Background: an optimization exercise with open tools, aiming at small area, a short achievable clock period and few clock cycles per item. Do not read the settings as production practice. Function was checked by simulation only, so behaviour that the tests miss may differ from the original.

// sm3Compress
module sm3Compress (
	input  logic          clk,
	input  logic          enable,
	input  logic          start,
	input  logic [255:0]  chainIn,
	input  logic [511:0]  block,
	output logic [255:0]  chainOut,
	output logic          busy,
	output logic          done
);
export LEC_CHECK = 0
export ABC_AREA = 1
export CAP_MARGIN = 20
export CORE_MARGIN = 2
export CORE_UTILIZATION = 50
export PLACE_DENSITY = 0.6
export SETUP_SLACK_MARGIN = 5
export SLEW_MARGIN = 20
create_clock -name core_clock -period 10.0 [get_ports {clk}]
standard.sh (not shown) runs the stock make flow with config.mk's settings and CLKGATE_MAP_FILE= SYNTH_SCRIPT=/design/flow/synth_recipe.tcl, a recipe that flattens the netlist after the stock synthesis.
==> flow/flow/run.sh <==
#!/bin/bash
# The standard layout (standard.sh) with single-strength port buffers and
# a clock tree of clkbuf_8 buffers without dummy balancing loads
set -e
export BUFFER_PORTS_ARGS="-buffer_cell sky130_fd_sc_hd__buf_1"
export CTS_ARGS="-sink_clustering_enable -repair_clock_nets -dont_use_dummy_load -buf_list {sky130_fd_sc_hd__clkbuf_8}"
bash standard.sh > standard.log 2>&1
The first run finished with timing, DRC and antenna clean.
Testbench counts at the start, summed over its fixed seeds: cycles 12,488, blocks 192.
Change:
--- a/flow/config.mk
+++ b/flow/config.mk
@@ -10,4 +10,4 @@
 export CORE_MARGIN = 2
-export CORE_UTILIZATION = 50
-export PLACE_DENSITY = 0.6
+export CORE_UTILIZATION = 60
+export PLACE_DENSITY = 0.62
 export SETUP_SLACK_MARGIN = 5
The changed run finished clean; global-route usage goes up by 6.1 points; routed wire length decreases by 2.9%; utilization grows by 11 points; maximum frequency rose by 3.7%; cell count falls by 3.0%.
Change:
--- a/flow/config.mk
+++ b/flow/config.mk
@@ -11,4 +11,4 @@
 export CORE_UTILIZATION = 60
-export PLACE_DENSITY = 0.62
-export SETUP_SLACK_MARGIN = 5
+export PLACE_DENSITY = 0.7
+export SETUP_SLACK_MARGIN = 4.7
 export SLEW_MARGIN = 20
After rerunning:
- synthesized area stays the same
- first-iteration DRC count falls by 5.8%
- core utilization drops by 2.0 points
- worst setup slack degrades by 0.21 ns
- design area is lower by about 2.8%
- synthesized cell count stays the same
- final cell count falls by about 0.4%
- non-clock buffer count fell by 41
- clock-buffer cell count stays the same
- routed wire length goes down by about 2%

---

sm3Compress again, from the RTL that the note above started with.
clock: 10.0 ns
lec_check: 0
abc_area: 1
cap_margin: 20
core_margin: 2
core_utilization: 60
place_density: 0.7
setup_slack_margin: 5
slew_margin: 20
==> flow/flow/run.sh <==
#!/bin/bash
# The standard layout (standard.sh) with single-strength port buffers and
# a clock tree of clkbuf_4 and clkbuf_8 buffers without dummy balancing loads
set -e
export BUFFER_PORTS_ARGS="-buffer_cell sky130_fd_sc_hd__buf_1"
export CTS_ARGS="-sink_clustering_enable -repair_clock_nets -dont_use_dummy_load -buf_list {sky130_fd_sc_hd__clkbuf_4 sky130_fd_sc_hd__clkbuf_8} -sink_clustering_size 24"
bash standard.sh > standard.log 2>&1
Testbench counts at the start, summed over its fixed seeds: cycles 12,488, blocks 192.
==> next run, changes <==
==> flow/flow/run.sh (replaced) <==
#!/bin/bash
set -e
export BUFFER_PORTS_ARGS="-buffer_cell sky130_fd_sc_hd__buf_1"
sed -e 's/SETUP_SLACK_MARGIN=[0-9.]*/SETUP_SLACK_MARGIN=6/' standard.sh > standard_tight.sh
bash standard_tight.sh > standard.log 2>&1
The new run produced a clean layout.
Wire length climbs by 9.8%.
Hold slack is better by 37 ps.
Worst setup slack is worse by 550 ps.
Via count climbs by 6.9%.
Critical path depth went down by 1.
First-iteration DRC count rose by 24%.
Synthesized area stays the same.
Final area rises by 9.9%.
Cell count rose by 2.4%.
==> next run, changes <==
==> flow/flow/run.sh (replaced) <==
#!/bin/bash
# The standard layout (standard.sh) with single-strength port buffers and
# a clock tree of clkbuf_8 buffers without dummy balancing loads
set -e
export BUFFER_PORTS_ARGS="-buffer_cell sky130_fd_sc_hd__buf_1"
export CTS_ARGS="-sink_clustering_enable -repair_clock_nets -dont_use_dummy_load -buf_list {sky130_fd_sc_hd__clkbuf_8}"
bash standard.sh > standard.log 2>&1
SETUP_SLACK_MARGIN = 4.4   (was 5)
Result:
- The new run finished with timing, DRC and antenna clean
- via count drops by a little under a tenth
- fmax is higher by a few percent
- worst setup slack improves by 160 ps
- cell area drops by roughly a tenth
- clock skew rose by 78 ps
- hold slack is worse by 42 ps
- sequential share of layout area came out higher by 5.3 points
- count of clock-buffer cells in the layout rose by 27
- wire length shrinks by roughly a tenth

---

## run A
Another version of the RTL of sm3Compress (not shown whole).
Size: about 6,600 cells after synthesis, ~60,000 sq um of cells after synthesis.
==> flow/config.mk <==
export PLATFORM = sky130hd
export DESIGN_NAME = sm3Compress
export DESIGN_NICKNAME = sm3Compress
export VERILOG_FILES = /design/flow/design.v
export SDC_FILE = /design/flow/constraint.sdc
export NUM_CORES = 4
export LEC_CHECK = 0
export ABC_CLOCK_PERIOD_IN_PS = 4000
export CAP_MARGIN = 20
export CORE_MARGIN = 2
export CORE_UTILIZATION = 40
export PLACE_DENSITY = 0.6
export SETUP_SLACK_MARGIN = 5
export SLEW_MARGIN = 20
==> flow/constraint.sdc <==
create_clock -name core_clock -period 10.0 [get_ports {clk}]
set_input_delay 2.0000 -clock core_clock [delete_from_list [all_inputs] [get_ports {clk}]]
set_output_delay 2.0000 -clock core_clock [all_outputs]
set_load 0.01 [all_outputs]
run.sh (not shown) runs the stock make flow with config.mk's settings and CLKGATE_MAP_FILE= SYNTH_SCRIPT=/design/flow/synth_recipe.tcl, a recipe that flattens the netlist after the stock synthesis.
Stock flow here: none of the scripts above is used.
Testbench counts of run A, summed over its fixed seeds: cycles 12,488, blocks 192.
For run B, these inputs were changed with respect to run A:
Settings: a deleted ABC_CLOCK_PERIOD_IN_PS that had been 4000; a deleted SETUP_SLACK_MARGIN that had been 5.
## What came out
- Run B: done, clean on timing, DRC and antenna
- Delta (run B minus run A): number of buffers created by CTS climbed 2, final net count dropped 160.
- Run B vs. run A: via count went down by 1,132.
- Run A vs run B, cell group occupying the most layout area: multi-input gates vs sequential cells
Setup changes, run B to run C
Settings: SETUP_SLACK_MARGIN: unset -> 5.
==> results.txt <==
- Total clock buffers created by CTS: run C vs run B down 2
- Delta (run C minus run B): layout cell share with drive strength beyond 1 rose 6.9 points, count of placed standard cells in the final layout, fillers left out now sits higher.

---

build 2:
RTL: one of the versions met above, not the one the previous note started from.
Size: ~7400 cells after synthesis, ~1300 flip-flops, ~1000 I/O pins.
clock: 10.0 ns
lec_check: 0
abc_area: 1
cap_margin: 20
core_margin: 2
core_utilization: 70
place_density: 0.8
setup_slack_margin: 5
slew_margin: 20
standard.sh (not shown) runs the stock make flow with config.mk's settings and CLKGATE_MAP_FILE= SYNTH_SCRIPT=/design/flow/synth_recipe.tcl, a recipe that flattens the netlist after the stock synthesis.
==> flow/flow/run.sh <==
#!/bin/bash
set -e
export BUFFER_PORTS_ARGS="-buffer_cell sky130_fd_sc_hd__buf_1"
bash standard.sh > standard.log 2>&1
Build 2: it failed during global routing, and the tool reported GRT-0232.
Testbench counts of build 2, summed over its fixed seeds: cycles 12,488, blocks 192.
What build 62 does differently from build 2 at the input level:
Settings: PLACE_DENSITY: 0.8 -> 0.7; CORE_UTILIZATION: 70 -> 60.
### Flow results
- Build 62 finished every step from synthesis to the final layout, and the layout passed the timing, DRC and antenna checks.
- The flow ended early for build 2: it failed with a tool error in global routing.
- Summary of the comparison: clock buffer count from CTS is higher in build 62, relative to build 2.
- Post-CTS setup buffer count, build 62 vs build 2: down by more than a quarter
- Comparing build 2 against build 62, there is no change at all in synthesis-stage register bit count.
- Build 62 ends up with lower initial core utilization than build 2 does.
Relative to build 62, the following input files were edited for build 68:
-- flow/flow/run.sh --
<<< build 62, line 4
bash standard.sh > standard.log 2>&1
>>> build 68, line 4
export CTS_ARGS="-sink_clustering_enable -repair_clock_nets -dont_use_dummy_load -buf_list {sky130_fd_sc_hd__clkbuf_8}"
sed -e 's/SETUP_SLACK_MARGIN=[0-9.]*/SETUP_SLACK_MARGIN=5.4/' standard.sh > standard_tight.sh
bash standard_tight.sh > standard.log 2>&1
## What came out
- Build 68: flow completed, timing, DRC and antenna clean
- Looking at met2 global-route usage, build 68 sits 1.9 points higher than build 62 does.
- Compared with build 62, in build 68 setup slack fell by 270 ps.
- Final cycle utilization of the critical path in build 68 is 2.7 points higher than in build 62
- Global placer's final weighted congestion in build 68 vs build 62: up about 0.6%
- Build 68 vs build 62: layout clock buffer count up
- The fraction of standard cell area that is sequential reported for build 68 is smaller than that of build 62 by 0.49 points.
- Summary of build 68 over build 62: sum of routed wire length over all layers shows an increase of about 1.7%; via count of the first global-routing pass has increased; met2 wire length now sits higher.
Input changes introduced in build 36 (baseline for comparison: build 68):
Settings: PLACE_DENSITY changed from 0.7 to 0.75; CORE_UTILIZATION changed from 60 to 65.
==> flow/flow/run.sh <==
#!/bin/bash
# The standard layout (standard.sh) with single-strength port buffers and
# a clock tree of clkbuf_8 buffers without dummy balancing loads
set -e
export BUFFER_PORTS_ARGS="-buffer_cell sky130_fd_sc_hd__buf_1"
export CTS_ARGS="-sink_clustering_enable -repair_clock_nets -dont_use_dummy_load -buf_list {sky130_fd_sc_hd__clkbuf_8}"
bash standard.sh > standard.log 2>&1
[build 36] fmax rose about 2% relative to build 68
Cmp build 68 and build 36 / wire length on met1 / lower: build 36
Looking at build 68 and build 36, the hold slack is a wash.
In build 36, the area added between synthesis and finish came out 2.1 points below the value in build 68.
Compare build 68 and build 36 | total detailed-routing wirelength lower: build 68
Build 36 vs build 68: die area down by a little under 10%
Relative to build 68, sequential share of layout area has gone up in build 36.
First-pass GRT wire length: build 68 vs build 36 — no meaningful difference

## what the ideal ports hide
Ports are ideal in the flow. The routed layouts listed here were re-timed in OpenROAD.
Step 1, drivers: a clkbuf_16 drives clk and a buf_2 each remaining input, both assumed.
Step 2 adds t to the input delays and takes it off the output delays; t is the mean of the earliest and latest rising clock arrival at the registers after step 1. Input paths then give back, and output paths get back, about the clock's delay inside the block.
a / b / c = no drivers / after step 1 / after step 2; a / b = the first two.
run | shift t [ns] | setup slack, ns | clock arrival spread, ns | worst register clock-pin slew, ns | pins driven straight from the clock port
the first run of note 1 | 0.984 | 4.779 / 4.779 / 4.224 | 0.124 / 0.124 | 0.07 / 0.07 | 1
the second run of note 1 | 0.944 | 4.964 / 4.964 / 4.133 | 0.125 / 0.125 | 0.07 / 0.07 | 1
the third run of note 1 | 0.966 | 4.753 / 4.753 / 3.975 | 0.115 / 0.115 | 0.07 / 0.07 | 1
the first run of note 2 | 0.978 | 4.944 / 4.944 / 4.207 | 0.133 / 0.133 | 0.07 / 0.07 | 1
the second run of note 2 | 0.869 | 4.398 / 4.398 / 4.398 | 0.032 / 0.032 | 0.07 / 0.07 | 1
the third run of note 2 | 0.964 | 4.561 / 4.561 / 3.752 | 0.114 / 0.115 | 0.07 / 0.07 | 1
run A | 0.882 | 3.455 / 3.455 / 3.455 | 0.038 / 0.038 | 0.07 / 0.07 | 1
run B | 0.843 | 1.941 / 1.941 / 1.941 | 0.036 / 0.036 | 0.07 / 0.07 | 1
run C | 0.882 | 3.455 / 3.455 / 3.455 | 0.038 / 0.038 | 0.07 / 0.07 | 1
build 62 | 0.837 | 4.926 / 4.926 / 4.299 | 0.032 / 0.033 | 0.07 / 0.07 | 1
build 68 | 0.968 | 4.658 / 4.658 / 4.628 | 0.113 / 0.113 | 0.07 / 0.07 | 1
build 36 | 0.971 | 4.768 / 4.768 / 4.153 | 0.079 / 0.078 | 0.07 / 0.07 | 1
After both steps setup and hold are still met in every run listed. The setup slack of the second run of note 1, which loses most, moves by 0.000 ns with the drivers and by -0.831 ns with both steps.
